This design comes from an exercise in tuning for small area and few clock cycles on the open sky130 flow, not from production work. The RTL was checked by simulation tests, not by an equivalence proof against the original design.

`flow/run.sh`:
```
#!/bin/bash
# The standard layout with these changes:
#  - synthesis: the standard script (same registers, names and cell types), but
#    the design's modules are kept apart until after technology mapping; the
#    index adder tree (mscs_idx), which holds the critical path, is mapped with
#    ORFS's speed script and every other module with flow/abc_area.script, an
#    area-oriented mapping; the yosys pre-mapping abc pass is skipped; the
#    netlist is flattened and renamed as in the standard synthesis
#  - plain buf_1 cells as the port buffers
#  - a clock tree of clkbuf_8 cells, larger sink clusters, no dummy loads
set -uo pipefail
W=$(pwd)
sed -e "s#^source \$::env(SCRIPTS_DIR)/synth_preamble.tcl\$#source \$::env(SCRIPTS_DIR)/synth_preamble.tcl\nset abc_area_args [lreplace \$abc_args 1 1 $W/flow/abc_area.script]#" \
    -e "s#^  log_cmd abc {\*}\$abc_args\$#  log_cmd abc {*}\$abc_args mscs_idx\n  log_cmd abc {*}\$abc_area_args marching_squares_top marching_squares_cell_segments mscs_seg_calc#" \
    "$FLOW_HOME/scripts/synth.tcl" > "$W/my_synth_core.tcl"
sed -e "s#source \$::env(SCRIPTS_DIR)/synth.tcl#source $W/my_synth_core.tcl#" \
    -e "s#yosys synth -nofsm -noshare#yosys synth -nofsm -noshare -noabc#" \
    synth_recipe.tcl > "$W/my_synth.tcl"
sed "s#SYNTH_SCRIPT=[^ ]*#SYNTH_SCRIPT=$W/my_synth.tcl#" standard.sh > "$W/my_standard.sh"
SYNTH_HIERARCHICAL=1 SYNTH_MINIMUM_KEEP_SIZE=0 bash "$W/my_standard.sh" synth > synth.log 2>&1
export BUFFER_PORTS_ARGS="-buffer_cell sky130_fd_sc_hd__buf_1"
export CTS_ARGS="-sink_clustering_enable -repair_clock_nets -buf_list sky130_fd_sc_hd__clkbuf_8 -root_buf sky130_fd_sc_hd__clkbuf_8 -dont_use_dummy_load -sink_clustering_size 30"
export REMOVE_ABC_BUFFERS=1
bash "$W/my_standard.sh" > standard.log 2>&1
```
`flow/abc_area.script`:
```
strash
&get -n
&fraig -x
&put
scorr
dc2
dch -f
amap
topo
stime -c
```
`standard.sh`:
```
#!/bin/bash
# synth_recipe.tcl (not shown) runs the flow's synth.tcl, then flattens the netlist and writes it again
# the make line also repeats each setting of config.mk as NAME=value (left out here)
make -C /OpenROAD-flow-scripts/flow DESIGN_CONFIG=/design/flow/config.mk WORK_HOME=/design/flow/orfs CLKGATE_MAP_FILE= SYNTH_SCRIPT=/design/flow/synth_recipe.tcl "${@:-finish}"
```
`config.mk`:
```
export PLATFORM = sky130hd
export DESIGN_NAME = marching_squares_top
export DESIGN_NICKNAME = marching_squares_top
export VERILOG_FILES = /design/flow/design.v
export SDC_FILE = /design/flow/constraint.sdc
export NUM_CORES = 4
export LEC_CHECK = 0
export CAP_MARGIN = 20
export CORE_MARGIN = 2
export CORE_UTILIZATION = 40
export SLEW_MARGIN = 20
```
`constraint.sdc`:
```
create_clock -name core_clock -period 9.0 [get_ports {clk}]
set_input_delay 1.8000 -clock core_clock [delete_from_list [all_inputs] [get_ports {clk}]]
set_output_delay 1.8000 -clock core_clock [all_outputs]
set_load 0.01 [all_outputs]
```
`design.v`:
```
`default_nettype none
module marching_squares_top (
    input  wire        clk,
    input  wire        rst_n,
    input  wire        cell_valid,
    output wire        cell_stall,
    input  wire [79:0] cell_word,
    output wire        seg_valid,
    input  wire        seg_stall,
    output wire [36:0] seg,
    input  wire        psel,
    input  wire        penable,
    input  wire        pwrite,
    input  wire [3:0]  paddr,
    input  wire [31:0] pwdata,
    output wire [31:0] prdata,
    output wire        pready
);
    marching_squares_cell_segments u_core (
        .clk        (clk),
        .rst_n      (rst_n),
        .cell_valid (cell_valid),
        .cell_stall (cell_stall),
        .cell_word  (cell_word),
        .seg_valid  (seg_valid),
        .seg_stall  (seg_stall),
        .seg        (seg),
        .psel       (psel),
        .penable    (penable),
        .pwrite     (pwrite),
        .paddr      (paddr),
        .pwdata     (pwdata),
        .prdata     (prdata),
        .pready     (pready)
    );
endmodule
`default_nettype wire

`default_nettype none
package mscs_pkg;
    localparam int MAX_COLUMNS = 256;
    localparam int MAX_ROWS    = 256;
    localparam int SAMPLE_BITS = 16;
    localparam int COORD_BITS  = 8;
    localparam int COUNT_BITS  = 9;
    localparam int INDEX_BITS  = 17;
    localparam int ADDR_BITS   = 4;
    localparam int DATA_BITS   = 32;
    localparam logic [1:0] REG_THRESHOLD = 2'd0;
    localparam logic [1:0] REG_COLUMNS   = 2'd1;
    localparam logic [1:0] REG_ROWS      = 2'd2;
    typedef struct packed {
        logic [COORD_BITS-1:0]         cell_x;
        logic [COORD_BITS-1:0]         cell_y;
        logic signed [SAMPLE_BITS-1:0] top_left;
        logic signed [SAMPLE_BITS-1:0] top_right;
        logic signed [SAMPLE_BITS-1:0] bottom_right;
        logic signed [SAMPLE_BITS-1:0] bottom_left;
    } cell_t;
    typedef struct packed {
        logic                  first_is_vertex;
        logic [INDEX_BITS-1:0] first_index;
        logic                  second_is_vertex;
        logic [INDEX_BITS-1:0] second_index;
        logic                  last_of_cell;
    } segment_t;
    typedef struct packed {
        logic                  is_vertex;
        logic [INDEX_BITS-1:0] index;
    } endpoint_t;
    typedef struct packed {
        logic [1:0] count;
        segment_t   first;
        segment_t   second;
    } seg_pair_t;
endpackage
`default_nettype wire
`default_nettype none
module mscs_seg_calc (
    input  wire logic [mscs_pkg::COUNT_BITS-1:0]  cols,       
    input  wire logic [mscs_pkg::INDEX_BITS-1:0]  horiz,      
    input  wire logic [7:0]                       ma,         
    input  wire logic [8:0]                       mb,         
    input  wire logic [7:0]                       mc,         
    input  wire logic                             hmode,      
    input  wire logic [3:0]                       on,         
    input  wire logic [1:0]                       pe,         
    input  wire logic [1:0]                       qe,         
    input  wire logic                             last,
    output mscs_pkg::segment_t                    seg
);
    localparam int IW = mscs_pkg::INDEX_BITS;
    localparam logic [1:0] E_TOP    = 2'd0;
    localparam logic [1:0] E_RIGHT  = 2'd1;
    localparam logic [1:0] E_BOTTOM = 2'd2;
    localparam logic [1:0] E_LEFT   = 2'd3;
    function automatic logic [4:0] ep_ctl(input logic [1:0] e, input logic [3:0] o);
        logic ta, tb;
        logic v;
        logic [2:0] sel;
        logic cin;
        case (e)
            E_TOP:    begin ta = o[3]; tb = o[2]; end
            E_RIGHT:  begin ta = o[2]; tb = o[1]; end
            E_BOTTOM: begin ta = o[0]; tb = o[1]; end
            default:  begin ta = o[3]; tb = o[0]; end
        endcase
        v = ta ^ tb;
        case (e)
            E_TOP:    begin sel = v ? 3'd0 : 3'd3; cin = v ? tb : 1'b1; end
            E_RIGHT:  begin sel = v ? (tb ? 3'd1 : 3'd0) : 3'd2; cin = 1'b1; end
            E_BOTTOM: begin sel = v ? 3'd1 : 3'd4; cin = v & tb; end
            default:  begin sel = v ? (tb ? 3'd1 : 3'd0) : 3'd2; cin = 1'b0; end
        endcase
        ep_ctl = {v, sel, cin};
    endfunction
    function automatic logic [IW-1:0] offs(input logic [2:0] s, input logic [IW-1:0] c,
                                           input logic [IW-1:0] h, input logic [IW-1:0] n,
                                           input logic [IW-1:0] cn);
        case (s)
            3'd1:    offs = c;
            3'd2:    offs = h;
            3'd3:    offs = n;
            3'd4:    offs = cn;
            default: offs = '0;
        endcase
    endfunction
    function automatic logic [IW-1:0] c_minus_y1(input logic [8:0] c, input logic [7:0] y);
        logic [IW-1:0] a, b, s;
        logic          k;
        a = {8'h00, c};
        b = {9'h1ff, ~y};
        k = 1'b0;
        for (int i = 0; i < IW; i++)
        begin
            s[i] = a[i] ^ b[i] ^ k;
            k    = (a[i] & b[i]) | (a[i] & k) | (b[i] & k);
        end
        c_minus_y1 = s;
    endfunction
    logic [4:0]    pc, qc;
    logic [2:0]    psel;
    logic          pcin;
    logic [IW-1:0] ny, cny, cz;
    logic [IW-1:0] po, qo;
    assign pc   = ep_ctl(pe, on);
    assign qc   = ep_ctl(qe, on);
    assign psel = hmode ? 3'd4 : pc[3:1];
    assign pcin = hmode ? 1'b0 : pc[0];
    assign ny   = {9'h1ff, ~ma};
    assign cz   = {8'h00, cols};
    assign cny  = c_minus_y1(cols, ma);
    assign po   = offs(psel, cz, horiz, ny, cny);
    assign qo   = offs(qc[3:1], cz, horiz, ny, cny);
    mscs_idx u_idx (
        .a    (ma),
        .b    (mb),
        .c    (mc),
        .po   (po),
        .pcin (pcin),
        .qo   (qo),
        .qcin (qc[0]),
        .pi   (seg.first_index),
        .qi   (seg.second_index)
    );
    assign seg.first_is_vertex  = pc[4];
    assign seg.second_is_vertex = qc[4];
    assign seg.last_of_cell     = last;
endmodule
module mscs_idx (
    input  wire logic [7:0]  a,
    input  wire logic [8:0]  b,
    input  wire logic [7:0]  c,
    input  wire logic [16:0] po,
    input  wire logic        pcin,
    input  wire logic [16:0] qo,
    input  wire logic        qcin,
    output logic [16:0]      pi,
    output logic [16:0]      qi
);
    wire [8:0] pp0 = b & {9{a[0]}};
    wire [8:0] pp1 = b & {9{a[1]}};
    wire [8:0] pp2 = b & {9{a[2]}};
    wire [8:0] pp3 = b & {9{a[3]}};
    wire [8:0] pp4 = b & {9{a[4]}};
    wire [8:0] pp5 = b & {9{a[5]}};
    wire [8:0] pp6 = b & {9{a[6]}};
    wire [8:0] pp7 = b & {9{a[7]}};
    wire t1;
    wire t2;
    wire t3;
    wire t4;
    wire t5;
    wire t6;
    wire t7;
    wire t8;
    wire t9;
    wire t10;
    wire t11;
    wire t12;
    wire t13;
    wire t14;
    wire t15;
    wire t16;
    wire t17;
    wire t18;
    wire t19;
    wire t20;
    wire t21;
    wire t22;
    wire t23;
    wire t24;
    wire t25;
    wire t26;
    wire t27;
    wire t28;
    wire t29;
    wire t30;
    wire t31;
    wire t32;
    wire t33;
    wire t34;
    wire t35;
    wire t36;
    wire t37;
    wire t38;
    wire t39;
    wire t40;
    wire t41;
    wire t42;
    wire t43;
    wire t44;
    wire t45;
    wire t46;
    wire t47;
    wire t48;
    wire t49;
    wire t50;
    wire t51;
    wire t52;
    wire t53;
    wire t54;
    wire t55;
    wire t56;
    wire t57;
    wire t58;
    wire t59;
    wire t60;
    wire t61;
    wire t62;
    wire t63;
    wire t64;
    wire t65;
    wire t66;
    wire t67;
    wire t68;
    wire t69;
    wire t70;
    wire t71;
    wire t72;
    wire t73;
    wire t74;
    wire t75;
    wire t76;
    wire t77;
    wire t78;
    wire t79;
    wire t80;
    wire t81;
    wire t82;
    wire t83;
    wire t84;
    wire t85;
    wire t86;
    wire t87;
    wire t88;
    wire t89;
    wire t90;
    wire t91;
    wire t92;
    wire t93;
    wire t94;
    wire t95;
    wire t96;
    wire t97;
    wire t98;
    wire t99;
    wire t100;
    wire t101;
    wire t102;
    wire t103;
    wire t104;
    wire t105;
    wire t106;
    wire t107;
    wire t108;
    wire t109;
    wire t110;
    wire t111;
    wire t112;
    wire t113;
    wire t114;
    wire t115;
    wire t116;
    wire t117;
    wire t118;
    wire t119;
    wire t120;
    wire t121;
    wire t122;
    wire t123;
    wire t124;
    wire t125;
    wire t126;
    wire t127;
    wire t128;
    wire t129;
    wire t130;
    wire t131;
    wire t132;
    wire t133;
    wire t134;
    wire t135;
    wire t136;
    wire t137;
    wire t138;
    wire t139;
    wire t140;
    wire t141;
    wire t142;
    wire t143;
    wire t144;
    wire t145;
    wire t146;
    wire t147;
    wire t148;
    wire t149;
    wire t150;
    wire t151;
    wire t152;
    wire t153;
    wire t154;
    wire t155;
    wire t156;
    wire t157;
    wire t158;
    wire t159;
    wire t160;
    wire t161;
    wire t162;
    wire t163;
    wire t164;
    wire t165;
    wire t166;
    wire t167;
    wire t168;
    wire t169;
    wire t170;
    wire t171;
    wire t172;
    wire t173;
    wire t174;
    wire t175;
    wire t176;
    wire t177;
    wire t178;
    wire t179;
    wire t180;
    wire t181;
    wire t182;
    wire t183;
    wire t184;
    wire t185;
    wire t186;
    wire t187;
    wire t188;
    wire t189;
    wire t190;
    wire t191;
    wire t192;
    wire t193;
    wire t194;
    wire t195;
    wire t196;
    wire t197;
    wire t198;
    wire t199;
    wire t200;
    wire t201;
    wire t202;
    wire t203;
    wire t204;
    wire t205;
    wire t206;
    wire t207;
    wire t208;
    wire t209;
    wire t210;
    wire t211;
    wire t212;
    wire t213;
    wire t214;
    wire t215;
    wire t216;
    wire t217;
    wire t218;
    wire t219;
    wire t220;
    wire t221;
    wire t222;
    wire t223;
    wire t224;
    wire t225;
    wire t226;
    wire t227;
    wire t228;
    wire t229;
    wire t230;
    wire t231;
    wire t232;
    wire t233;
    wire t234;
    wire t235;
    wire t236;
    wire t237;
    wire t238;
    wire t239;
    wire t240;
    wire t241;
    wire t242;
    wire t243;
    wire t244;
    wire t245;
    wire t246;
    wire t247;
    wire t248;
    wire t249;
    wire t250;
    wire t251;
    wire t252;
    wire t253;
    wire t254;
    wire t255;
    wire t256;
    wire t257;
    wire t258;
    wire t259;
    wire t260;
    wire t261;
    wire t262;
    wire t263;
    wire t264;
    wire t265;
    wire t266;
    wire t267;
    wire t268;
    wire t269;
    wire t270;
    wire t271;
    wire t272;
    wire t273;
    wire t274;
    wire t275;
    wire t276;
    wire t277;
    wire t278;
    wire t279;
    wire t280;
    wire t281;
    wire t282;
    wire t283;
    wire t284;
    wire t285;
    wire t286;
    wire t287;
    wire t288;
    wire t289;
    wire t290;
    wire t291;
    wire t292;
    wire t293;
    wire t294;
    wire t295;
    wire t296;
    wire t297;
    wire t298;
    wire t299;
    wire t300;
    wire t301;
    wire t302;
    wire t303;
    wire t304;
    wire t305;
    wire t306;
    wire t307;
    wire t308;
    wire t309;
    wire t310;
    wire t311;
    wire t312;
    assign t1 = pp0[5] ^ pp1[4];
    assign t2 = pp0[5] & pp1[4];
    assign t3 = pp0[6] ^ pp1[5] ^ pp2[4];
    assign t4 = (pp0[6] & pp1[5]) | (pp0[6] & pp2[4]) | (pp1[5] & pp2[4]);
    assign t5 = pp3[3] ^ pp4[2];
    assign t6 = pp3[3] & pp4[2];
    assign t7 = pp0[7] ^ pp1[6] ^ pp2[5];
    assign t8 = (pp0[7] & pp1[6]) | (pp0[7] & pp2[5]) | (pp1[6] & pp2[5]);
    assign t9 = pp3[4] ^ pp4[3] ^ pp5[2];
    assign t10 = (pp3[4] & pp4[3]) | (pp3[4] & pp5[2]) | (pp4[3] & pp5[2]);
    assign t11 = pp6[1] ^ pp7[0];
    assign t12 = pp6[1] & pp7[0];
    assign t13 = pp0[8] ^ pp1[7] ^ pp2[6];
    assign t14 = (pp0[8] & pp1[7]) | (pp0[8] & pp2[6]) | (pp1[7] & pp2[6]);
    assign t15 = pp3[5] ^ pp4[4] ^ pp5[3];
    assign t16 = (pp3[5] & pp4[4]) | (pp3[5] & pp5[3]) | (pp4[4] & pp5[3]);
    assign t17 = pp6[2] ^ pp7[1];
    assign t18 = pp6[2] & pp7[1];
    assign t19 = pp1[8] ^ pp2[7] ^ pp3[6];
    assign t20 = (pp1[8] & pp2[7]) | (pp1[8] & pp3[6]) | (pp2[7] & pp3[6]);
    assign t21 = pp4[5] ^ pp5[4] ^ pp6[3];
    assign t22 = (pp4[5] & pp5[4]) | (pp4[5] & pp6[3]) | (pp5[4] & pp6[3]);
    assign t23 = pp2[8] ^ pp3[7] ^ pp4[6];
    assign t24 = (pp2[8] & pp3[7]) | (pp2[8] & pp4[6]) | (pp3[7] & pp4[6]);
    assign t25 = pp0[3] ^ pp1[2];
    assign t26 = pp0[3] & pp1[2];
    assign t27 = pp0[4] ^ pp1[3] ^ pp2[2];
    assign t28 = (pp0[4] & pp1[3]) | (pp0[4] & pp2[2]) | (pp1[3] & pp2[2]);
    assign t29 = pp3[1] ^ pp4[0];
    assign t30 = pp3[1] & pp4[0];
    assign t31 = t1 ^ pp2[3] ^ pp3[2];
    assign t32 = (t1 & pp2[3]) | (t1 & pp3[2]) | (pp2[3] & pp3[2]);
    assign t33 = pp4[1] ^ pp5[0] ^ c[5];
    assign t34 = (pp4[1] & pp5[0]) | (pp4[1] & c[5]) | (pp5[0] & c[5]);
    assign t35 = t2 ^ t3 ^ t5;
    assign t36 = (t2 & t3) | (t2 & t5) | (t3 & t5);
    assign t37 = pp5[1] ^ pp6[0] ^ c[6];
    assign t38 = (pp5[1] & pp6[0]) | (pp5[1] & c[6]) | (pp6[0] & c[6]);
    assign t39 = t4 ^ t6 ^ t7;
    assign t40 = (t4 & t6) | (t4 & t7) | (t6 & t7);
    assign t41 = t9 ^ t11 ^ c[7];
    assign t42 = (t9 & t11) | (t9 & c[7]) | (t11 & c[7]);
    assign t43 = t8 ^ t10 ^ t12;
    assign t44 = (t8 & t10) | (t8 & t12) | (t10 & t12);
    assign t45 = t13 ^ t15 ^ t17;
    assign t46 = (t13 & t15) | (t13 & t17) | (t15 & t17);
    assign t47 = t14 ^ t16 ^ t18;
    assign t48 = (t14 & t16) | (t14 & t18) | (t16 & t18);
    assign t49 = t19 ^ t21 ^ pp7[2];
    assign t50 = (t19 & t21) | (t19 & pp7[2]) | (t21 & pp7[2]);
    assign t51 = t20 ^ t22 ^ t23;
    assign t52 = (t20 & t22) | (t20 & t23) | (t22 & t23);
    assign t53 = pp5[5] ^ pp6[4] ^ pp7[3];
    assign t54 = (pp5[5] & pp6[4]) | (pp5[5] & pp7[3]) | (pp6[4] & pp7[3]);
    assign t55 = t24 ^ pp3[8] ^ pp4[7];
    assign t56 = (t24 & pp3[8]) | (t24 & pp4[7]) | (pp3[8] & pp4[7]);
    assign t57 = pp5[6] ^ pp6[5] ^ pp7[4];
    assign t58 = (pp5[6] & pp6[5]) | (pp5[6] & pp7[4]) | (pp6[5] & pp7[4]);
    assign t59 = pp4[8] ^ pp5[7] ^ pp6[6];
    assign t60 = (pp4[8] & pp5[7]) | (pp4[8] & pp6[6]) | (pp5[7] & pp6[6]);
    assign t61 = pp0[2] ^ pp1[1];
    assign t62 = pp0[2] & pp1[1];
    assign t63 = t25 ^ pp2[1] ^ pp3[0];
    assign t64 = (t25 & pp2[1]) | (t25 & pp3[0]) | (pp2[1] & pp3[0]);
    assign t65 = t26 ^ t27 ^ t29;
    assign t66 = (t26 & t27) | (t26 & t29) | (t27 & t29);
    assign t67 = t28 ^ t30 ^ t31;
    assign t68 = (t28 & t30) | (t28 & t31) | (t30 & t31);
    assign t69 = t32 ^ t34 ^ t35;
    assign t70 = (t32 & t34) | (t32 & t35) | (t34 & t35);
    assign t71 = t36 ^ t38 ^ t39;
    assign t72 = (t36 & t38) | (t36 & t39) | (t38 & t39);
    assign t73 = t40 ^ t42 ^ t43;
    assign t74 = (t40 & t42) | (t40 & t43) | (t42 & t43);
    assign t75 = t44 ^ t46 ^ t47;
    assign t76 = (t44 & t46) | (t44 & t47) | (t46 & t47);
    assign t77 = t48 ^ t50 ^ t51;
    assign t78 = (t48 & t50) | (t48 & t51) | (t50 & t51);
    assign t79 = t52 ^ t54 ^ t55;
    assign t80 = (t52 & t54) | (t52 & t55) | (t54 & t55);
    assign t81 = t56 ^ t58 ^ t59;
    assign t82 = (t56 & t58) | (t56 & t59) | (t58 & t59);
    assign t83 = t60 ^ pp5[8] ^ pp6[7];
    assign t84 = (t60 & pp5[8]) | (t60 & pp6[7]) | (pp5[8] & pp6[7]);
    assign t85 = pp0[1] ^ pp1[0];
    assign t86 = pp0[1] & pp1[0];
    assign t87 = t61 ^ pp2[0] ^ c[2];
    assign t88 = (t61 & pp2[0]) | (t61 & c[2]) | (pp2[0] & c[2]);
    assign t89 = t62 ^ t63 ^ c[3];
    assign t90 = (t62 & t63) | (t62 & c[3]) | (t63 & c[3]);
    assign t91 = t64 ^ t65 ^ c[4];
    assign t92 = (t64 & t65) | (t64 & c[4]) | (t65 & c[4]);
    assign t93 = t66 ^ t67 ^ t33;
    assign t94 = (t66 & t67) | (t66 & t33) | (t67 & t33);
    assign t95 = t68 ^ t69 ^ t37;
    assign t96 = (t68 & t69) | (t68 & t37) | (t69 & t37);
    assign t97 = t70 ^ t71 ^ t41;
    assign t98 = (t70 & t71) | (t70 & t41) | (t71 & t41);
    assign t99 = t72 ^ t73 ^ t45;
    assign t100 = (t72 & t73) | (t72 & t45) | (t73 & t45);
    assign t101 = t74 ^ t75 ^ t49;
    assign t102 = (t74 & t75) | (t74 & t49) | (t75 & t49);
    assign t103 = t76 ^ t77 ^ t53;
    assign t104 = (t76 & t77) | (t76 & t53) | (t77 & t53);
    assign t105 = t78 ^ t79 ^ t57;
    assign t106 = (t78 & t79) | (t78 & t57) | (t79 & t57);
    assign t107 = t80 ^ t81 ^ pp7[5];
    assign t108 = (t80 & t81) | (t80 & pp7[5]) | (t81 & pp7[5]);
    assign t109 = t82 ^ t83 ^ pp7[6];
    assign t110 = (t82 & t83) | (t82 & pp7[6]) | (t83 & pp7[6]);
    assign t111 = t84 ^ pp6[8] ^ pp7[7];
    assign t112 = (t84 & pp6[8]) | (t84 & pp7[7]) | (pp6[8] & pp7[7]);
    assign t113 = pp0[0] ^ c[0];
    assign t114 = pp0[0] & c[0];
    assign t115 = t85 ^ c[1] ^ po[1];
    assign t116 = (t85 & c[1]) | (t85 & po[1]) | (c[1] & po[1]);
    assign t117 = t86 ^ t87 ^ po[2];
    assign t118 = (t86 & t87) | (t86 & po[2]) | (t87 & po[2]);
    assign t119 = t88 ^ t89 ^ po[3];
    assign t120 = (t88 & t89) | (t88 & po[3]) | (t89 & po[3]);
    assign t121 = t90 ^ t91 ^ po[4];
    assign t122 = (t90 & t91) | (t90 & po[4]) | (t91 & po[4]);
    assign t123 = t92 ^ t93 ^ po[5];
    assign t124 = (t92 & t93) | (t92 & po[5]) | (t93 & po[5]);
    assign t125 = t94 ^ t95 ^ po[6];
    assign t126 = (t94 & t95) | (t94 & po[6]) | (t95 & po[6]);
    assign t127 = t96 ^ t97 ^ po[7];
    assign t128 = (t96 & t97) | (t96 & po[7]) | (t97 & po[7]);
    assign t129 = t98 ^ t99 ^ po[8];
    assign t130 = (t98 & t99) | (t98 & po[8]) | (t99 & po[8]);
    assign t131 = t100 ^ t101 ^ po[9];
    assign t132 = (t100 & t101) | (t100 & po[9]) | (t101 & po[9]);
    assign t133 = t102 ^ t103 ^ po[10];
    assign t134 = (t102 & t103) | (t102 & po[10]) | (t103 & po[10]);
    assign t135 = t104 ^ t105 ^ po[11];
    assign t136 = (t104 & t105) | (t104 & po[11]) | (t105 & po[11]);
    assign t137 = t106 ^ t107 ^ po[12];
    assign t138 = (t106 & t107) | (t106 & po[12]) | (t107 & po[12]);
    assign t139 = t108 ^ t109 ^ po[13];
    assign t140 = (t108 & t109) | (t108 & po[13]) | (t109 & po[13]);
    assign t141 = t110 ^ t111 ^ po[14];
    assign t142 = (t110 & t111) | (t110 & po[14]) | (t111 & po[14]);
    assign t143 = t112 ^ pp7[8] ^ po[15];
    assign t144 = (t112 & pp7[8]) | (t112 & po[15]) | (pp7[8] & po[15]);
    assign t145 = t113 ^ po[0] ^ pcin;
    assign t146 = (t113 & po[0]) | (t113 & pcin) | (po[0] & pcin);
    assign t147 = t114 ^ t115 ^ t146;
    assign t148 = (t114 & t115) | (t114 & t146) | (t115 & t146);
    assign t149 = t116 ^ t117 ^ t148;
    assign t150 = (t116 & t117) | (t116 & t148) | (t117 & t148);
    assign t151 = t118 ^ t119 ^ t150;
    assign t152 = (t118 & t119) | (t118 & t150) | (t119 & t150);
    assign t153 = t120 ^ t121 ^ t152;
    assign t154 = (t120 & t121) | (t120 & t152) | (t121 & t152);
    assign t155 = t122 ^ t123 ^ t154;
    assign t156 = (t122 & t123) | (t122 & t154) | (t123 & t154);
    assign t157 = t124 ^ t125 ^ 1'b0;
    assign t158 = (t124 & t125) | (t124 & 1'b0) | (t125 & 1'b0);
    assign t159 = t126 ^ t127 ^ t158;
    assign t160 = (t126 & t127) | (t126 & t158) | (t127 & t158);
    assign t161 = t128 ^ t129 ^ t160;
    assign t162 = (t128 & t129) | (t128 & t160) | (t129 & t160);
    assign t163 = t130 ^ t131 ^ t162;
    assign t164 = (t130 & t131) | (t130 & t162) | (t131 & t162);
    assign t165 = t132 ^ t133 ^ t164;
    assign t166 = (t132 & t133) | (t132 & t164) | (t133 & t164);
    assign t167 = t134 ^ t135 ^ t166;
    assign t168 = (t134 & t135) | (t134 & t166) | (t135 & t166);
    assign t169 = t124 ^ t125 ^ 1'b1;
    assign t170 = (t124 & t125) | (t124 & 1'b1) | (t125 & 1'b1);
    assign t171 = t126 ^ t127 ^ t170;
    assign t172 = (t126 & t127) | (t126 & t170) | (t127 & t170);
    assign t173 = t128 ^ t129 ^ t172;
    assign t174 = (t128 & t129) | (t128 & t172) | (t129 & t172);
    assign t175 = t130 ^ t131 ^ t174;
    assign t176 = (t130 & t131) | (t130 & t174) | (t131 & t174);
    assign t177 = t132 ^ t133 ^ t176;
    assign t178 = (t132 & t133) | (t132 & t176) | (t133 & t176);
    assign t179 = t134 ^ t135 ^ t178;
    assign t180 = (t134 & t135) | (t134 & t178) | (t135 & t178);
    assign t181 = t156 ? t169 : t157;
    assign t182 = t156 ? t171 : t159;
    assign t183 = t156 ? t173 : t161;
    assign t184 = t156 ? t175 : t163;
    assign t185 = t156 ? t177 : t165;
    assign t186 = t156 ? t179 : t167;
    assign t187 = t156 ? t180 : t168;
    assign t188 = t136 ^ t137 ^ 1'b0;
    assign t189 = (t136 & t137) | (t136 & 1'b0) | (t137 & 1'b0);
    assign t190 = t138 ^ t139 ^ t189;
    assign t191 = (t138 & t139) | (t138 & t189) | (t139 & t189);
    assign t192 = t140 ^ t141 ^ t191;
    assign t193 = (t140 & t141) | (t140 & t191) | (t141 & t191);
    assign t194 = t142 ^ t143 ^ t193;
    assign t195 = (t142 & t143) | (t142 & t193) | (t143 & t193);
    assign t196 = t144 ^ po[16] ^ t195;
    assign t197 = (t144 & po[16]) | (t144 & t195) | (po[16] & t195);
    assign t198 = t136 ^ t137 ^ 1'b1;
    assign t199 = (t136 & t137) | (t136 & 1'b1) | (t137 & 1'b1);
    assign t200 = t138 ^ t139 ^ t199;
    assign t201 = (t138 & t139) | (t138 & t199) | (t139 & t199);
    assign t202 = t140 ^ t141 ^ t201;
    assign t203 = (t140 & t141) | (t140 & t201) | (t141 & t201);
    assign t204 = t142 ^ t143 ^ t203;
    assign t205 = (t142 & t143) | (t142 & t203) | (t143 & t203);
    assign t206 = t144 ^ po[16] ^ t205;
    assign t207 = (t144 & po[16]) | (t144 & t205) | (po[16] & t205);
    assign t208 = t187 ? t198 : t188;
    assign t209 = t187 ? t200 : t190;
    assign t210 = t187 ? t202 : t192;
    assign t211 = t187 ? t204 : t194;
    assign t212 = t187 ? t206 : t196;
    assign t213 = pp0[0] ^ c[0];
    assign t214 = pp0[0] & c[0];
    assign t215 = t85 ^ c[1] ^ qo[1];
    assign t216 = (t85 & c[1]) | (t85 & qo[1]) | (c[1] & qo[1]);
    assign t217 = t86 ^ t87 ^ qo[2];
    assign t218 = (t86 & t87) | (t86 & qo[2]) | (t87 & qo[2]);
    assign t219 = t88 ^ t89 ^ qo[3];
    assign t220 = (t88 & t89) | (t88 & qo[3]) | (t89 & qo[3]);
    assign t221 = t90 ^ t91 ^ qo[4];
    assign t222 = (t90 & t91) | (t90 & qo[4]) | (t91 & qo[4]);
    assign t223 = t92 ^ t93 ^ qo[5];
    assign t224 = (t92 & t93) | (t92 & qo[5]) | (t93 & qo[5]);
    assign t225 = t94 ^ t95 ^ qo[6];
    assign t226 = (t94 & t95) | (t94 & qo[6]) | (t95 & qo[6]);
    assign t227 = t96 ^ t97 ^ qo[7];
    assign t228 = (t96 & t97) | (t96 & qo[7]) | (t97 & qo[7]);
    assign t229 = t98 ^ t99 ^ qo[8];
    assign t230 = (t98 & t99) | (t98 & qo[8]) | (t99 & qo[8]);
    assign t231 = t100 ^ t101 ^ qo[9];
    assign t232 = (t100 & t101) | (t100 & qo[9]) | (t101 & qo[9]);
    assign t233 = t102 ^ t103 ^ qo[10];
    assign t234 = (t102 & t103) | (t102 & qo[10]) | (t103 & qo[10]);
    assign t235 = t104 ^ t105 ^ qo[11];
    assign t236 = (t104 & t105) | (t104 & qo[11]) | (t105 & qo[11]);
    assign t237 = t106 ^ t107 ^ qo[12];
    assign t238 = (t106 & t107) | (t106 & qo[12]) | (t107 & qo[12]);
    assign t239 = t108 ^ t109 ^ qo[13];
    assign t240 = (t108 & t109) | (t108 & qo[13]) | (t109 & qo[13]);
    assign t241 = t110 ^ t111 ^ qo[14];
    assign t242 = (t110 & t111) | (t110 & qo[14]) | (t111 & qo[14]);
    assign t243 = t112 ^ pp7[8] ^ qo[15];
    assign t244 = (t112 & pp7[8]) | (t112 & qo[15]) | (pp7[8] & qo[15]);
    assign t245 = t213 ^ qo[0] ^ qcin;
    assign t246 = (t213 & qo[0]) | (t213 & qcin) | (qo[0] & qcin);
    assign t247 = t214 ^ t215 ^ t246;
    assign t248 = (t214 & t215) | (t214 & t246) | (t215 & t246);
    assign t249 = t216 ^ t217 ^ t248;
    assign t250 = (t216 & t217) | (t216 & t248) | (t217 & t248);
    assign t251 = t218 ^ t219 ^ t250;
    assign t252 = (t218 & t219) | (t218 & t250) | (t219 & t250);
    assign t253 = t220 ^ t221 ^ t252;
    assign t254 = (t220 & t221) | (t220 & t252) | (t221 & t252);
    assign t255 = t222 ^ t223 ^ t254;
    assign t256 = (t222 & t223) | (t222 & t254) | (t223 & t254);
    assign t257 = t224 ^ t225 ^ 1'b0;
    assign t258 = (t224 & t225) | (t224 & 1'b0) | (t225 & 1'b0);
    assign t259 = t226 ^ t227 ^ t258;
    assign t260 = (t226 & t227) | (t226 & t258) | (t227 & t258);
    assign t261 = t228 ^ t229 ^ t260;
    assign t262 = (t228 & t229) | (t228 & t260) | (t229 & t260);
    assign t263 = t230 ^ t231 ^ t262;
    assign t264 = (t230 & t231) | (t230 & t262) | (t231 & t262);
    assign t265 = t232 ^ t233 ^ t264;
    assign t266 = (t232 & t233) | (t232 & t264) | (t233 & t264);
    assign t267 = t234 ^ t235 ^ t266;
    assign t268 = (t234 & t235) | (t234 & t266) | (t235 & t266);
    assign t269 = t224 ^ t225 ^ 1'b1;
    assign t270 = (t224 & t225) | (t224 & 1'b1) | (t225 & 1'b1);
    assign t271 = t226 ^ t227 ^ t270;
    assign t272 = (t226 & t227) | (t226 & t270) | (t227 & t270);
    assign t273 = t228 ^ t229 ^ t272;
    assign t274 = (t228 & t229) | (t228 & t272) | (t229 & t272);
    assign t275 = t230 ^ t231 ^ t274;
    assign t276 = (t230 & t231) | (t230 & t274) | (t231 & t274);
    assign t277 = t232 ^ t233 ^ t276;
    assign t278 = (t232 & t233) | (t232 & t276) | (t233 & t276);
    assign t279 = t234 ^ t235 ^ t278;
    assign t280 = (t234 & t235) | (t234 & t278) | (t235 & t278);
    assign t281 = t256 ? t269 : t257;
    assign t282 = t256 ? t271 : t259;
    assign t283 = t256 ? t273 : t261;
    assign t284 = t256 ? t275 : t263;
    assign t285 = t256 ? t277 : t265;
    assign t286 = t256 ? t279 : t267;
    assign t287 = t256 ? t280 : t268;
    assign t288 = t236 ^ t237 ^ 1'b0;
    assign t289 = (t236 & t237) | (t236 & 1'b0) | (t237 & 1'b0);
    assign t290 = t238 ^ t239 ^ t289;
    assign t291 = (t238 & t239) | (t238 & t289) | (t239 & t289);
    assign t292 = t240 ^ t241 ^ t291;
    assign t293 = (t240 & t241) | (t240 & t291) | (t241 & t291);
    assign t294 = t242 ^ t243 ^ t293;
    assign t295 = (t242 & t243) | (t242 & t293) | (t243 & t293);
    assign t296 = t244 ^ qo[16] ^ t295;
    assign t297 = (t244 & qo[16]) | (t244 & t295) | (qo[16] & t295);
    assign t298 = t236 ^ t237 ^ 1'b1;
    assign t299 = (t236 & t237) | (t236 & 1'b1) | (t237 & 1'b1);
    assign t300 = t238 ^ t239 ^ t299;
    assign t301 = (t238 & t239) | (t238 & t299) | (t239 & t299);
    assign t302 = t240 ^ t241 ^ t301;
    assign t303 = (t240 & t241) | (t240 & t301) | (t241 & t301);
    assign t304 = t242 ^ t243 ^ t303;
    assign t305 = (t242 & t243) | (t242 & t303) | (t243 & t303);
    assign t306 = t244 ^ qo[16] ^ t305;
    assign t307 = (t244 & qo[16]) | (t244 & t305) | (qo[16] & t305);
    assign t308 = t287 ? t298 : t288;
    assign t309 = t287 ? t300 : t290;
    assign t310 = t287 ? t302 : t292;
    assign t311 = t287 ? t304 : t294;
    assign t312 = t287 ? t306 : t296;
    assign pi = {t212, t211, t210, t209, t208, t186, t185, t184, t183, t182, t181, t155, t153, t151, t149, t147, t145};
    assign qi = {t312, t311, t310, t309, t308, t286, t285, t284, t283, t282, t281, t255, t253, t251, t249, t247, t245};
endmodule
`default_nettype wire
`default_nettype none
module marching_squares_cell_segments (
    input  wire logic                            clk,
    input  wire logic                            rst_n,
    input  wire logic                            cell_valid,
    output logic                                 cell_stall,
    input  wire mscs_pkg::cell_t                 cell_word,
    output logic                                 seg_valid,
    input  wire logic                            seg_stall,
    output mscs_pkg::segment_t                   seg,
    input  wire logic                            psel,
    input  wire logic                            penable,
    input  wire logic                            pwrite,
    input  wire logic [mscs_pkg::ADDR_BITS-1:0]  paddr,
    input  wire logic [mscs_pkg::DATA_BITS-1:0]  pwdata,
    output logic [mscs_pkg::DATA_BITS-1:0]       prdata,
    output logic                                 pready
);
    localparam int CW = mscs_pkg::COUNT_BITS;
    localparam int SW = mscs_pkg::SAMPLE_BITS;
    localparam int IW = mscs_pkg::INDEX_BITS;
    localparam logic [1:0] E_TOP    = 2'd0;
    localparam logic [1:0] E_RIGHT  = 2'd1;
    localparam logic [1:0] E_BOTTOM = 2'd2;
    localparam logic [1:0] E_LEFT   = 2'd3;
    function automatic logic ge16(input logic [15:0] a, input logic [15:0] t);
        logic c;
        c = 1'b1;
        for (int i = 0; i < 16; i++)
            c = t[i] ? a[i] : c;
        ge16 = c;
    endfunction
    function automatic logic ge8(input logic [7:0] a, input logic [7:0] b);
        logic c;
        c = 1'b1;
        for (int i = 0; i < 8; i++)
            c = (a[i] & ~b[i]) | ((a[i] | ~b[i]) & c);
        ge8 = c;
    endfunction
    function automatic logic [7:0] sub8(input logic [7:0] v, input logic [7:0] k);
        logic [7:0] d;
        logic       b;
        b = 1'b0;
        for (int i = 0; i < 8; i++)
        begin
            d[i] = v[i] ^ k[i] ^ b;
            b    = (~v[i] & k[i]) | (~v[i] & b) | (k[i] & b);
        end
        sub8 = d;
    endfunction
    function automatic logic [7:0] clamp_minus(input logic [CW-1:0] v, input logic lo,
                                               input logic hi, input logic [7:0] k);
        if (lo)
            clamp_minus = 8'd2 - k;
        else if (hi)
            clamp_minus = 8'd0 - k;
        else
            clamp_minus = sub8(v[7:0], k);
    endfunction
    logic [SW-1:0]        thr_reg;
    logic [CW-1:0]        cols_raw_reg;
    logic [CW-1:0]        rows_raw_reg;
    logic                 cols_lo_reg, cols_hi_reg;
    logic                 rows_lo, rows_hi;
    logic [IW-1:0]        horiz_reg;
    logic [CW-1:0]        cols_c;
    logic [7:0]           cols_m2;
    logic [7:0]           rows_m1;
    logic                 wd_lo, wd_hi;
    logic                 cfg_wr;
    logic                 grid_wr;
    logic                 grid_wr_reg;
    assign pready  = 1'b1;
    assign cfg_wr  = psel && penable && pwrite;
    assign grid_wr = cfg_wr && ((paddr[3:2] == mscs_pkg::REG_COLUMNS) ||
                                (paddr[3:2] == mscs_pkg::REG_ROWS));
    assign wd_lo   = pwdata[8:1] == 8'd0;
    assign wd_hi   = pwdata[8] && (pwdata[7:0] != 8'd0);
    assign rows_lo = rows_raw_reg[8:1] == 8'd0;
    assign rows_hi = rows_raw_reg[8] && (rows_raw_reg[7:0] != 8'd0);
    assign cols_c  = cols_lo_reg ? CW'(2) : (cols_hi_reg ? CW'(256) : cols_raw_reg);
    assign cols_m2 = clamp_minus(cols_raw_reg, cols_lo_reg, cols_hi_reg, 8'd2);
    assign rows_m1 = clamp_minus(rows_raw_reg, rows_lo, rows_hi, 8'd1);
    always_ff @(posedge clk or negedge rst_n)
    begin
        if (!rst_n)
            grid_wr_reg <= 1'b0;
        else
            grid_wr_reg <= grid_wr;
    end
    always_ff @(posedge clk or negedge rst_n)
    begin
        if (!rst_n)
        begin
            thr_reg      <= '0;
            cols_raw_reg <= CW'(mscs_pkg::MAX_COLUMNS);
            rows_raw_reg <= CW'(mscs_pkg::MAX_ROWS);
            cols_lo_reg  <= 1'b0;
            cols_hi_reg  <= 1'b0;
        end
        else if (cfg_wr)
        begin
            unique case (paddr[3:2])
                mscs_pkg::REG_THRESHOLD:
                begin
                    thr_reg <= pwdata[SW-1:0];
                end
                mscs_pkg::REG_COLUMNS:
                begin
                    cols_raw_reg <= pwdata[CW-1:0];
                    cols_lo_reg  <= wd_lo;
                    cols_hi_reg  <= wd_hi;
                end
                mscs_pkg::REG_ROWS:
                begin
                    rows_raw_reg <= pwdata[CW-1:0];
                end
                default:
                begin
                end
            endcase
        end
    end
    always_comb
    begin
        unique case (paddr[3:2])
            mscs_pkg::REG_THRESHOLD: prdata = mscs_pkg::DATA_BITS'(thr_reg);
            mscs_pkg::REG_COLUMNS:   prdata = mscs_pkg::DATA_BITS'(cols_raw_reg);
            mscs_pkg::REG_ROWS:      prdata = mscs_pkg::DATA_BITS'(rows_raw_reg);
            default:                 prdata = '0;
        endcase
    end
    logic [SW-1:0] u_tl, u_tr, u_br, u_bl, u_thr;
    logic [3:0]    code;
    logic [3:0]    on_cell;
    logic          high;
    logic          in_grid;
    logic          flip;
    logic          has_seg;
    logic          saddle;
    logic [1:0]    pe_cell;
    logic [1:0]    qe_cell;
    assign u_tl  = cell_word.top_left     ^ 16'h8000;
    assign u_tr  = cell_word.top_right    ^ 16'h8000;
    assign u_br  = cell_word.bottom_right ^ 16'h8000;
    assign u_bl  = cell_word.bottom_left  ^ 16'h8000;
    assign u_thr = thr_reg ^ 16'h8000;
    logic [SW-1:0] t_tl, t_tr, t_br, t_bl;
    assign t_tl    = cell_word.top_left     ^ thr_reg;
    assign t_tr    = cell_word.top_right    ^ thr_reg;
    assign t_br    = cell_word.bottom_right ^ thr_reg;
    assign t_bl    = cell_word.bottom_left  ^ thr_reg;
    assign code    = {ge16(u_tl, t_tl), ge16(u_tr, t_tr), ge16(u_br, t_br), ge16(u_bl, t_bl)};
    assign on_cell = {t_tl == '0, t_tr == '0, t_br == '0, t_bl == '0};
    logic [18:0] s1, c1, s2, c2, s3, c3, nt;
    logic        hc;
    assign nt = {1'b0, ~u_thr, 2'b11};
    assign s1 = {3'b000, u_tl ^ u_tr ^ u_br};
    assign c1 = {2'b00, (u_tl & u_tr) | (u_tl & u_br) | (u_tr & u_br), 1'b0};
    assign s2 = s1 ^ c1 ^ {3'b000, u_bl};
    assign c2 = {(s1[17:0] & c1[17:0]) | (s1[17:0] & {2'b00, u_bl}) | (c1[17:0] & {2'b00, u_bl}), 1'b0};
    assign s3 = s2 ^ c2 ^ nt;
    assign c3 = {(s2[17:0] & c2[17:0]) | (s2[17:0] & nt[17:0]) | (c2[17:0] & nt[17:0]), 1'b0};
    always_comb
    begin
        hc = 1'b1;
        for (int i = 0; i < 18; i++)
            hc = (s3[i] & c3[i]) | (s3[i] & hc) | (c3[i] & hc);
        high = s3[18] ^ c3[18] ^ hc;
    end
    assign in_grid = ge8(cols_m2, cell_word.cell_x) && !ge8(cell_word.cell_y, rows_m1);
    assign saddle  = (code == 4'd5) || (code == 4'd10);
    assign has_seg = in_grid && (code != 4'd0) && (code != 4'd15);
    assign flip    = high != (code == 4'd5);
    always_comb
    begin
        case (code)
            4'd1, 4'd14: begin pe_cell = E_LEFT;   qe_cell = E_BOTTOM; end
            4'd2, 4'd13: begin pe_cell = E_BOTTOM; qe_cell = E_RIGHT;  end
            4'd3, 4'd12: begin pe_cell = E_LEFT;   qe_cell = E_RIGHT;  end
            4'd4, 4'd11: begin pe_cell = E_TOP;    qe_cell = E_RIGHT;  end
            4'd6, 4'd9:  begin pe_cell = E_TOP;    qe_cell = E_BOTTOM; end
            4'd7, 4'd8:  begin pe_cell = E_LEFT;   qe_cell = E_TOP;    end
            default:     begin pe_cell = E_LEFT;   qe_cell = flip ? E_BOTTOM : E_TOP; end
        endcase
    end
    logic          d_valid_reg;
    logic [7:0]    d_x_reg;
    logic [7:0]    d_y_reg;
    logic [3:0]    d_on_reg;
    logic [1:0]    d_pe_reg;
    logic [1:0]    d_qe_reg;
    logic          d_pend_reg;      
    logic          d_top2_reg;      
    logic deliver;
    logic free;
    logic load;
    assign deliver    = d_valid_reg && !seg_stall;
    assign free       = !d_valid_reg || (deliver && !d_pend_reg);
    assign cell_stall = !free || grid_wr_reg;
    assign load       = cell_valid && has_seg && !cell_stall;
    always_ff @(posedge clk or negedge rst_n)
    begin
        if (!rst_n)
            d_valid_reg <= 1'b0;
        else if (free)
            d_valid_reg <= load;
    end
    always_ff @(posedge clk)
    begin
        if (load)
        begin
            d_x_reg <= cell_word.cell_x;
            d_y_reg <= cell_word.cell_y;
        end
        else if (free)
        begin
            d_x_reg <= 8'd0;
            d_y_reg <= rows_m1;
        end
    end
    always_ff @(posedge clk)
    begin
        if (load)
        begin
            d_on_reg   <= on_cell;
            d_pe_reg   <= pe_cell;
            d_qe_reg   <= qe_cell;
            d_pend_reg <= saddle;
            d_top2_reg <= flip;
        end
        else if (deliver && d_pend_reg)
        begin
            d_pe_reg   <= d_top2_reg ? E_TOP : E_BOTTOM;
            d_qe_reg   <= E_RIGHT;
            d_pend_reg <= 1'b0;
        end
    end
    mscs_seg_calc u_calc (
        .cols   (cols_c),
        .horiz  (horiz_reg),
        .ma     (d_y_reg),
        .mb     (cols_c),
        .mc     (d_x_reg),
        .hmode  (!d_valid_reg),
        .on     (d_on_reg),
        .pe     (d_pe_reg),
        .qe     (d_qe_reg),
        .last   (!d_pend_reg),
        .seg    (seg)
    );
    always_ff @(posedge clk)
    begin
        if (!d_valid_reg)
            horiz_reg <= seg.first_index;
    end
    assign seg_valid = d_valid_reg;
endmodule
`default_nettype wire
```
==> results of run 1 <==
-- through the flow --
stage	std cells
6_report	1650
5_1_grt	1650
4_1_cts	1641
3_5_place_dp	1629
3_3_place_gp	1629
2_1_floorplan	1113
-- logic make-up (layout without fill, tap and decap cells) --
family	count (synthesis)	in the layout	synth area share [%]
adders and majority gates	206	206	34.1
DFF	81	81	20.9
muxes	6	6	0.560
AOI/OAI and AO/OA	291	291	18.1
and+or+nand+nor	333	333	15.1
buffers and inverters	210	358	9.24
other	2	17	0.0701
xor gates and xnor gates	23	23	1.88
-- final timing paths --
path / endpoint / slack, ns / cells after the start
worst max-delay path: seg[34] / 0.31 / 25
worst min-delay path: u_core.rows_raw_reg[8] / 0.55 / 2
worst max register to register: u_core.horiz_reg[14] / 2.40 / 25
worst min register to register: u_core.rows_raw_reg[8] / 0.55 / 2
max in group asynchronous: u_core.cols_lo_reg / 6.79 / 1
min in group asynchronous: u_core.rows_raw_reg[6] / 1.54 / 1
-- worst max-delay path, stage by stage, from the launching register on --
cell and delay [ns]:
sky130_fd_sc_hd__dfrtp_1 0.43, sky130_fd_sc_hd__clkinvlp_4 0.16, sky130_fd_sc_hd__nand2_4 0.09, sky130_fd_sc_hd__nor2_4 0.12, sky130_fd_sc_hd__ha_1 0.16, sky130_fd_sc_hd__clkinv_1 0.07, sky130_fd_sc_hd__fa_1 0.39, sky130_fd_sc_hd__fa_1 0.39
sky130_fd_sc_hd__fa_1 0.39, sky130_fd_sc_hd__fa_1 0.39, sky130_fd_sc_hd__fa_1 0.40, sky130_fd_sc_hd__fa_1 0.40, sky130_fd_sc_hd__fa_1 0.38, sky130_fd_sc_hd__ha_1 0.21, sky130_fd_sc_hd__a21oi_1 0.16, sky130_fd_sc_hd__buf_4 0.16
sky130_fd_sc_hd__o21ai_0 0.10, sky130_fd_sc_hd__fa_1 0.51, sky130_fd_sc_hd__o22a_4 0.29, sky130_fd_sc_hd__o21ai_0 0.10, sky130_fd_sc_hd__a21oi_2 0.07, sky130_fd_sc_hd__a2111oi_4 0.30, sky130_fd_sc_hd__buf_6 0.19, sky130_fd_sc_hd__mux2i_2 0.23
sky130_fd_sc_hd__xor2_1 0.22, sky130_fd_sc_hd__buf_2 0.17
-- per-module statistics from Yosys, one instance, submodules excluded, a selection --
| module | times used | flip-flops and latches | cells | area [sq um] |
|---|---|---|---|---|
| marching_squares_cell_segments | 1 | 81 | 646 | 6010 |
| mscs_idx | 1 | 0 | 332 | 3630 |
| mscs_seg_calc | 1 | 0 | 174 | 1070 |
-- cell usage in the layout, fill, tap and decap left out, types with 8 or more instances in the layout --
| master | netlist | routed |
|---|---|---|
| sky130_fd_sc_hd__buf_1 | 0 | 156 |
| sky130_fd_sc_hd__fa_1 | 143 | 140 |
| sky130_fd_sc_hd__clkinv_1 | 144 | 137 |
| sky130_fd_sc_hd__nor2_1 | 99 | 97 |
| sky130_fd_sc_hd__nand2_1 | 82 | 80 |
| sky130_fd_sc_hd__o22ai_1 | 75 | 75 |
| sky130_fd_sc_hd__o21ai_0 | 77 | 73 |
| sky130_fd_sc_hd__and2_1 | 73 | 73 |
| sky130_fd_sc_hd__ha_1 | 63 | 59 |
| sky130_fd_sc_hd__edfxtp_1 | 43 | 43 |
| sky130_fd_sc_hd__dfrtp_1 | 36 | 35 |
| sky130_fd_sc_hd__buf_4 | 54 | 33 |
| sky130_fd_sc_hd__a21oi_1 | 23 | 22 |
| sky130_fd_sc_hd__a31oi_1 | 19 | 19 |
| sky130_fd_sc_hd__conb_1 | 2 | 17 |
| sky130_fd_sc_hd__nor2b_1 | 16 | 16 |
| sky130_fd_sc_hd__a22o_1 | 14 | 14 |
| sky130_fd_sc_hd__a22oi_1 | 15 | 14 |
| sky130_fd_sc_hd__xnor2_1 | 12 | 12 |
| sky130_fd_sc_hd__inv_1 | 12 | 12 |
| sky130_fd_sc_hd__xor2_1 | 11 | 11 |
| sky130_fd_sc_hd__nor3_1 | 10 | 10 |
| sky130_fd_sc_hd__or2_0 | 9 | 9 |
| sky130_fd_sc_hd__o221ai_1 | 10 | 9 |
| sky130_fd_sc_hd__clkbuf_8 | 0 | 9 |
| sky130_fd_sc_hd__a21o_1 | 8 | 8 |
| sky130_fd_sc_hd__a221oi_1 | 8 | 8 |
| sky130_fd_sc_hd__nand3_1 | 10 | 8 |
| sky130_fd_sc_hd__or4_1 | 8 | 8 |
-- per-layer routing --
metal | global-route usage, % | wire length (um)
met1 | 30.0 | 13500
met2 | 35.0 | 13900
met3 | 3.03 | 1820
met4 | 4.05 | 312
met5 | 0 | 0
-- area by class of cell --
| class | instances | area share [%] |
|---|---|---|
| timing repair buffer | 193 | 7.23 |
| multi-input combinational | 876 | 64.4 |
| inverter | 156 | 4.96 |
| clock buffer | 9 | 1.04 |
| sequential | 81 | 18.9 |
| tap | 335 | 3.52 |
-- what timing repair did --
| item | CTS | global route |
|---|---|---|
| resized for setup | 8 | 30 |
| pin swaps | 2 | 10 |
| setup endpoints to repair | 5 | 12 |
| buffers inserted | 3 | 9 |
==> results list, run 1 <==
- The placed instances occupy a cell area of 11600 sq um.
- After filler insertion, the fill cell instance count of the layout stands at 2586.
* Via count: 9007
- Summed instance area of the synthesized netlist: 10700 sq um
* Highest Clock Rate: 115 MHz
* RSZ-0062 raised after global routing: yes
* Primary FF master, synth: sky130_fd_sc_hd__edfxtp_1
- Summed over all instances, the cell type with the most area after synthesis is sky130_fd_sc_hd__fa_1.
- Global routing used 21.2% of the available tracks.
* Min Tclk post-route: 8.69 ns
* Clock tree from TritonCTS: built
- Across the run, the number of max-cap violations was 0.
- After layout, the worst path uses 96.6% of the clock period.
- YS warnings: 8
* Max reg flops: 17
* WP data arrival: 6.89 ns
* Asr flop ratio synth: 46.9%
- In this run, CTS created clock tree buffers numbering 9.
- # IOs: 195
- In the post-route analysis, the smallest setup slack over all paths is 0.310 ns.
- In this run, synthesis inferred 43 flip-flops with an integrated enable.
- For the pin with the worst max-slew slack, the measured transition is 0.942 ns.
* Launching point of the worst reg2reg path: u_core.cols_hi_reg
- Measured against its own limit, the worst slew margin works out to 37.2%.
- Reg clk slew, reported paths: 0.11 ns
- Total wirelength of the detailed-routed design: 29600 um
* CP Class: flip-flop to output pin
* Post-route setup TNS: 0 ns
* Hold slack: 0.548 ns
- Unique cell type count in the Yosys netlist: 59
- Effective utilization at floorplan: 40.9%
- Core occupancy in the finished layout: 45.4%
- Final routed DRC violation total: 0
- The tree is rooted in a sky130_fd_sc_hd__clkbuf_8.
- Status: finished clean
* Area share of the largest cell type after synthesis: 26.7%
* Length of the first detailed-routing pass in iterations: 6
* Post-DR vias/cell: 5.46
- Sort of element at the end of the critical path: output pin
- Dividing the detail-routed wire length by the instance count gives 17.9 um.
- Yosys reg bits: 81
* Most frequent cell after synthesis: sky130_fd_sc_hd__clkinv_1
* Overflow after GRT: 0
* Count of nets left with antenna violations after detail routing: 0
* Final setup violating endpoints: 0
- After the first detailed-routing iteration, the DRC count stood at 534.
* Core Area: 26200 sq um
* Detailed placer's ending HPWL: 24200 um
- First-pass GRT wire length: 47000 um
- The H-tree was split into 3 levels.
* Worst Path Max Fanout: 7
- Critical Path Source Type: flip-flop
* Cts hold-fix bufs: 0
* Final-report max-slew violation count: 0
- Commonest cells in the netlist: 144 x sky130_fd_sc_hd__clkinv_1, 143 x sky130_fd_sc_hd__fa_1, 99 x sky130_fd_sc_hd__nor2_1
- Clock latency reported for the late side of the worst-skew pair: 0.39 ns
* Input/output buffers: 159
- The via count of the first global-routing pass was 8941.
* Area used by multi-input combinational logic: 7660 sq um
- CTS Sinks: 81
* Largest net degree at the start of global routing: 39
- Placer congestion estimate: 0.941
- No sink is reached through more buffers than the 2 on the longest clock path.
* Layout Nets: 1646
- Sequential fraction of the synthesis area: 20.9%
- The startpoint identified for the worst hold timing path is u_core.rows_raw_reg[8].
* Classification of the worst-slack hold path: flip-flop to flip-flop
- On the final layout, the worst clock skew is 0.0314 ns.
- The count of endpoints failing hold in the final timing report came to 0.
* Synthesis-to-finish area growth: 11.0%
* Worst setup slack after placement: 0.135 ns
- For the worst setup path, the data required time is 7.20 ns.
* Count of antenna diodes in the layout: 0
- Of the cells placed in the final design, the portion with a size suffix greater than 1 is 7.07%.
* Die X: 168 um
- In this run the worst setup path begins at u_core.cols_hi_reg.
- Vert. Die Dim: 168 um
- In the final layout, flip-flops and latches occupy 2250 sq um.
* Number of placement rows: 59
- Average cell area after synthesis: 9.31 sq um
- Area enclosed by the die boundary: 28100 sq um
- Instance count of the mapped netlist: 1152
* Number of antenna violations at the first check in global routing: 0
* Post-Layout Inst Area: 11900 sq um
- By area the synthesized netlist is led by sky130_fd_sc_hd__fa_1 27%, sky130_fd_sc_hd__edfxtp_1 12%, sky130_fd_sc_hd__dfrtp_1 8.4%.
Testbench counts, summed over its fixed seeds: cycles 10,644.
==> run 2, diff against run 1 <==
--- a/flow/run.sh
+++ b/flow/run.sh
@@ -19,6 +19,5 @@
 sed "s#SYNTH_SCRIPT=[^ ]*#SYNTH_SCRIPT=$W/my_synth.tcl#" standard.sh > "$W/my_standard.sh"
-SYNTH_HIERARCHICAL=1 SYNTH_MINIMUM_KEEP_SIZE=0 bash "$W/my_standard.sh" synth > synth.log 2>&1
+SYNTH_HIERARCHICAL=1 SYNTH_MINIMUM_KEEP_SIZE=0 SYNTH_INSBUF=0 bash "$W/my_standard.sh" synth > synth.log 2>&1
 export BUFFER_PORTS_ARGS="-buffer_cell sky130_fd_sc_hd__buf_1"
 export CTS_ARGS="-sink_clustering_enable -repair_clock_nets -buf_list sky130_fd_sc_hd__clkbuf_8 -root_buf sky130_fd_sc_hd__clkbuf_8 -dont_use_dummy_load -sink_clustering_size 30"
-export REMOVE_ABC_BUFFERS=1
 bash "$W/my_standard.sh" > standard.log 2>&1
==> run 2 against run 1 <==
- clock-buffer cell count stayed put
- sequential share of layout area is 0.091 points higher
- highest routed layer unchanged
- critical endpoint is now seg[17]
- largest cell class unchanged
- flip-flop and latch count stayed put
- synthesized cell count is 4.7% lower
- maximum frequency is 0.12% higher
- via count is 1.4% lower
- die area is 3.7% lower
- cell area is 0.54% lower
==> results list, run 2 <==
* Ranking of synthesized cells by area: sky130_fd_sc_hd__fa_1 28%, sky130_fd_sc_hd__edfxtp_1 13%, sky130_fd_sc_hd__dfrtp_1 8.7% (was sky130_fd_sc_hd__fa_1 27%, sky130_fd_sc_hd__edfxtp_1 12%, sky130_fd_sc_hd__dfrtp_1 8.4%)
* Capturing instance or port of the critical path: seg[17] (was seg[34])
- Final clock skew: 0.0169 ns (was 0.0314 ns)
* Worst setup startpoint: u_core.cols_lo_reg (was u_core.cols_hi_reg)
- Min Tclk post-route: 8.68 ns (was 8.69 ns)
- The number of diodes is 0 (unchanged).
- Average cell area after synthesis: 9.39 sq um (was 9.31 sq um)
- Commonest cells in the netlist: 144 x sky130_fd_sc_hd__clkinv_1, 143 x sky130_fd_sc_hd__fa_1, 99 x sky130_fd_sc_hd__nor2_1 (unchanged).
* Core Area: 25300 sq um (was 26200 sq um)
- The sum of negative setup slack came to 0 ns (unchanged).
- The post-synthesis cell type with the largest combined area was sky130_fd_sc_hd__fa_1 (unchanged).
* Vert. Die Dim: 165 um (was 168 um)
* Final routed wire length divided by cell count: 17.8 um (was 17.9 um)
- Worst slew margin: 37.5% (was 37.2%)
* Placed Cells incl. Taps: 1624 (was 1629)
* Most used cell along the critical path: sky130_fd_sc_hd__fa_1 (unchanged)
- Placer congestion estimate: 0.947 (was 0.941)
* Overflow after GRT: 0 (unchanged)
- The boundary pin count is 195 (unchanged).
- Primary FF master, synth: sky130_fd_sc_hd__edfxtp_1 (unchanged)
* WP data arrival: 6.88 ns (was 6.89 ns)
* Via count: 8877 (was 9007)
* Sequential fraction of the synthesis area: 21.8% (was 20.9%)
- Final setup violating endpoints: 0 (unchanged)
* Critical Path Source Type: flip-flop (unchanged)
- The minimum setup slack among reg-to-reg paths was 2.43 ns (was 2.40 ns).
- Effective utilization at floorplan: 40.8% (was 40.9%)
* Number of placement rows: 58 (was 59)
* Status: finished clean (unchanged)
- The number of flops mapped to enable cells by yosys came to 43 (unchanged).
* Number of levels the H-tree was split into: 3 (unchanged)
- The number of unique standard cell types used by synthesis is 58 (was 59).
- The number of DRC violations after detailed-routing iteration 0 was 550 (was 534).
- The number of warnings issued by yosys is 8 (unchanged).
- Die X: 165 um (was 168 um)
- Area share of the largest cell type after synthesis: 27.8% (was 26.7%)
* Classification of the worst-slack hold path: flip-flop to flip-flop (unchanged)
- Final-report max-slew violation count: 0 (unchanged)
- The non-filler instance count after layout came to 1641 (was 1650).
- The HPWL after detailed placement was 24300 um (was 24200 um).
- The maximum achievable frequency came to 115 MHz (about the same).
- The clock root buffer was sky130_fd_sc_hd__clkbuf_8 (unchanged).
- The final clock period utilization by the worst path is 96.4% (was 96.6%).
- The quantity of hold-fixing buffers added after cts is 0 (unchanged).
- The startpoint of the tightest hold check path is u_core.cols_raw_reg[8] (was u_core.rows_raw_reg[8]).
- The critical path capture point type is an output pin (unchanged).
* Worst-Margin Slew: 0.937 ns (was 0.942 ns)
- Final routed DRC violation total: 0 (unchanged)
- Most common library cell in the layout ignoring fill and taps: sky130_fd_sc_hd__buf_1 (unchanged)
- The path depth of the worst reg2reg path came to 29 (was 25).
- The clock latency on the worst-skew pair came to 0.38 ns (was 0.39 ns).
- Area enclosed by the die boundary: 27100 sq um (was 28100 sq um)
* CP required: 7.20 ns (about the same)
- The cell area after synthesis is 10300 sq um (was 10700 sq um).
- Commonest cells after routing, fill and taps aside: 155 x sky130_fd_sc_hd__buf_1, 141 x sky130_fd_sc_hd__fa_1, 140 x sky130_fd_sc_hd__clkinv_1 (was 156 x sky130_fd_sc_hd__buf_1, 140 x sky130_fd_sc_hd__fa_1, 137 x sky130_fd_sc_hd__clkinv_1)
- The count of endpoints failing hold in the final timing report came to 0 (unchanged).
- Post-DR vias/cell: 5.41 (was 5.46)
* Worst Path Max Fanout: 7 (unchanged)
- Instance count of the mapped netlist: 1098 (was 1152)
- The wire length of the first global-routing pass is 46600 um (was 47000 um).
- The area growth from synthesis to layout is 14.7% (was 11.0%).
* Number of antenna violations at the first check in global routing: 0 (unchanged)
- Max reg flops: 17 (unchanged)
- Clock tree from TritonCTS: built (unchanged)
- The library cell with the highest instance count after synthesis is sky130_fd_sc_hd__clkinv_1 (unchanged).
- The delay of the slowest cell on the worst path was 0.54 ns (was 0.51 ns).
* Fraction of layout instances using a drive strength above 1: 6.25% (was 7.07%)
- The number of detailed-route iterations in the first pass was 6 (unchanged).
* Input/output buffers: 159 (unchanged)
- Vias in the first global route: 8841 (was 8941)
* Yosys reg bits: 81 (unchanged)
* Capturing point of the worst reg2reg path: u_core.horiz_reg[15] (was u_core.horiz_reg[14])
- The type of the worst setup path is flip-flop to output pin (unchanged).
- Asr flop ratio synth: 46.9% (unchanged)
- The slowest cell on the critical path was sky130_fd_sc_hd__fa_1 (unchanged).
- Layout Nets: 1642 (was 1646)
- The number of clock sinks came to 81 (unchanged).
- The number of buffers on the longest clock path was 2 (unchanged).
- The number of nets still failing antenna checks after routing is 0 (unchanged).
- Total routing usage reported by global routing: 22.2% (was 21.2%)
- Launching point of the worst reg2reg path: u_core.d_pe_reg[1] (was u_core.cols_hi_reg)
- The reported max-cap violation count is 0 (unchanged).
- The pin count of the biggest net entering global routing came to 39 (unchanged).
* Total wirelength of the detailed-routed design: 29300 um (was 29600 um)
- Reg clk slew, reported paths: 0.09 ns (was 0.11 ns)
- Number of buffers added by the clock tree synthesis step: 9 (unchanged)
[run 2: changes by cell type in the layout (fill, tap and decap cells not counted), moves of 2 or more]
cell,previous run,this run
sky130_fd_sc_hd__o21ai_0,73,70
sky130_fd_sc_hd__clkbuf_2,0,2
sky130_fd_sc_hd__buf_4,33,29
sky130_fd_sc_hd__clkinv_1,137,140
sky130_fd_sc_hd__ha_1,59,61
sky130_fd_sc_hd__inv_2,5,3
sky130_fd_sc_hd__o21ai_1,6,9
[run 2: area by class of cell]
type	instances	area, sq um
Timing Repair Buffer	189	831
Clock buffer	9	124
Inverter	156	587
Fill cell	2503	13400
Tap cell	330	413
Sequential cell	81	2240
Multi-Input combinational cell	876	7630
[run 2: kinds of logic (layout without fill, tap and decap cells)]
logic type | count (synthesis) | in the layout | synth area share, %
other | 2 | 17 | 0.0728
buffers and inverters | 156 | 354 | 5.68
and+or+nand+nor | 333 | 333 | 15.7
adders and majority gates | 206 | 206 | 35.4
muxes | 6 | 6 | 0.582
DFF | 81 | 81 | 21.8
AOI/OAI and AO/OA | 291 | 291 | 18.9
xor gates and xnor gates | 23 | 23 | 1.95
[run 2: routing by layer]
layer | part of all wire (%) | global-route usage, %
met1 | 46 | 31.3
met2 | 46 | 35.8
met3 | 6.3 | 4.39
met4 | 1.5 | 4.35
met5 | 0 | 0
[run 2: per-module statistics from Yosys (local to each module, per instance), a selection]
module | flops+latches | times used | area (sq um) | cells
marching_squares_cell_segments | 81 | 1 | 5890 | 629
mscs_idx | 0 | 1 | 3380 | 298
mscs_seg_calc | 0 | 1 | 1050 | 171
[run 2: worst max-delay path: cells and delay by family (launching register included)]
| family | cells | cell delay [ns] |
|---|---|---|
| AO/OA/AOI/OAI | 7 | 1.04 |
| adder cells (fa/ha/maj) | 10 | 3.81 |
| multiplexers | 1 | 0.28 |
| flip-flops | 1 | 0.44 |
| XOR/XNOR | 1 | 0.14 |
| buffers and inverters | 4 | 0.51 |
| AND/OR/NAND/NOR | 2 | 0.27 |
[run 2: worst min path at each step]
| stage | slack (ns) | endpoint | cells after the start |
|---|---|---|---|
| 2_1_floorplan | 0.48 | u_core.rows_raw_reg[8] | 2 |
| 3_3_place_gp | 0.53 | u_core.rows_raw_reg[8] | 2 |
| 3_5_place_dp | 0.53 | u_core.cols_raw_reg[8] | 1 |
| 4_1_cts | 0.55 | u_core.cols_raw_reg[8] | 1 |
| 5_1_grt | 0.56 | u_core.cols_raw_reg[8] | 1 |
| 6_report | 0.55 | u_core.cols_raw_reg[8] | 1 |
[run 2: stage by stage]
step	util (%)	setup slack (ns)	hold slack, ns	instance area [sq um]
floorplan	-	0.528	0.478	10400
global placement	45.7	0.277	0.529	11500
detailed placement	45.7	0.203	0.533	11500
CTS	46.4	0.00364	0.546	11700
global route	46.8	-0.0242	0.556	11800
finish	46.8	0.321	0.548	11800
[run 2: timing repair]
action                     in CTS  in global routing
gates resized for setup         8                 25
pin swaps                       1                  7
buffers inserted                3                  5
setup endpoints to repair       4                 11
hold endpoints to repair        0                  0

[what the ideal ports hide]
No port has a modelled driver above. Below, the same layouts with a new extraction and two added sets of constraints. Step 1 (the two cells are an assumption about what drives the block):
set clk [get_ports {clk}]
set_driving_cell -lib_cell sky130_fd_sc_hd__clkbuf_16 $clk
set_driving_cell -lib_cell sky130_fd_sc_hd__buf_2 [delete_from_list [all_inputs] $clk]
Step 2 adds t to the input delays and takes it off the output delays; t is the mean of the earliest and latest rising clock arrival at the registers after step 1. Input paths then give back, and output paths get back, about the clock's delay inside the block. Three values: ideal ports, drivers, drivers and shift; two values: the first two.
run	t (ns)	setup WS [ns]	hold slack, ns
run 1	0.416	0.310 / 0.269 / 0.686	0.548 / 0.548 / 0.548
run 2	0.415	0.321 / 0.277 / 0.692	0.548 / 0.548 / 0.548
After both steps every run listed still meets setup and hold.
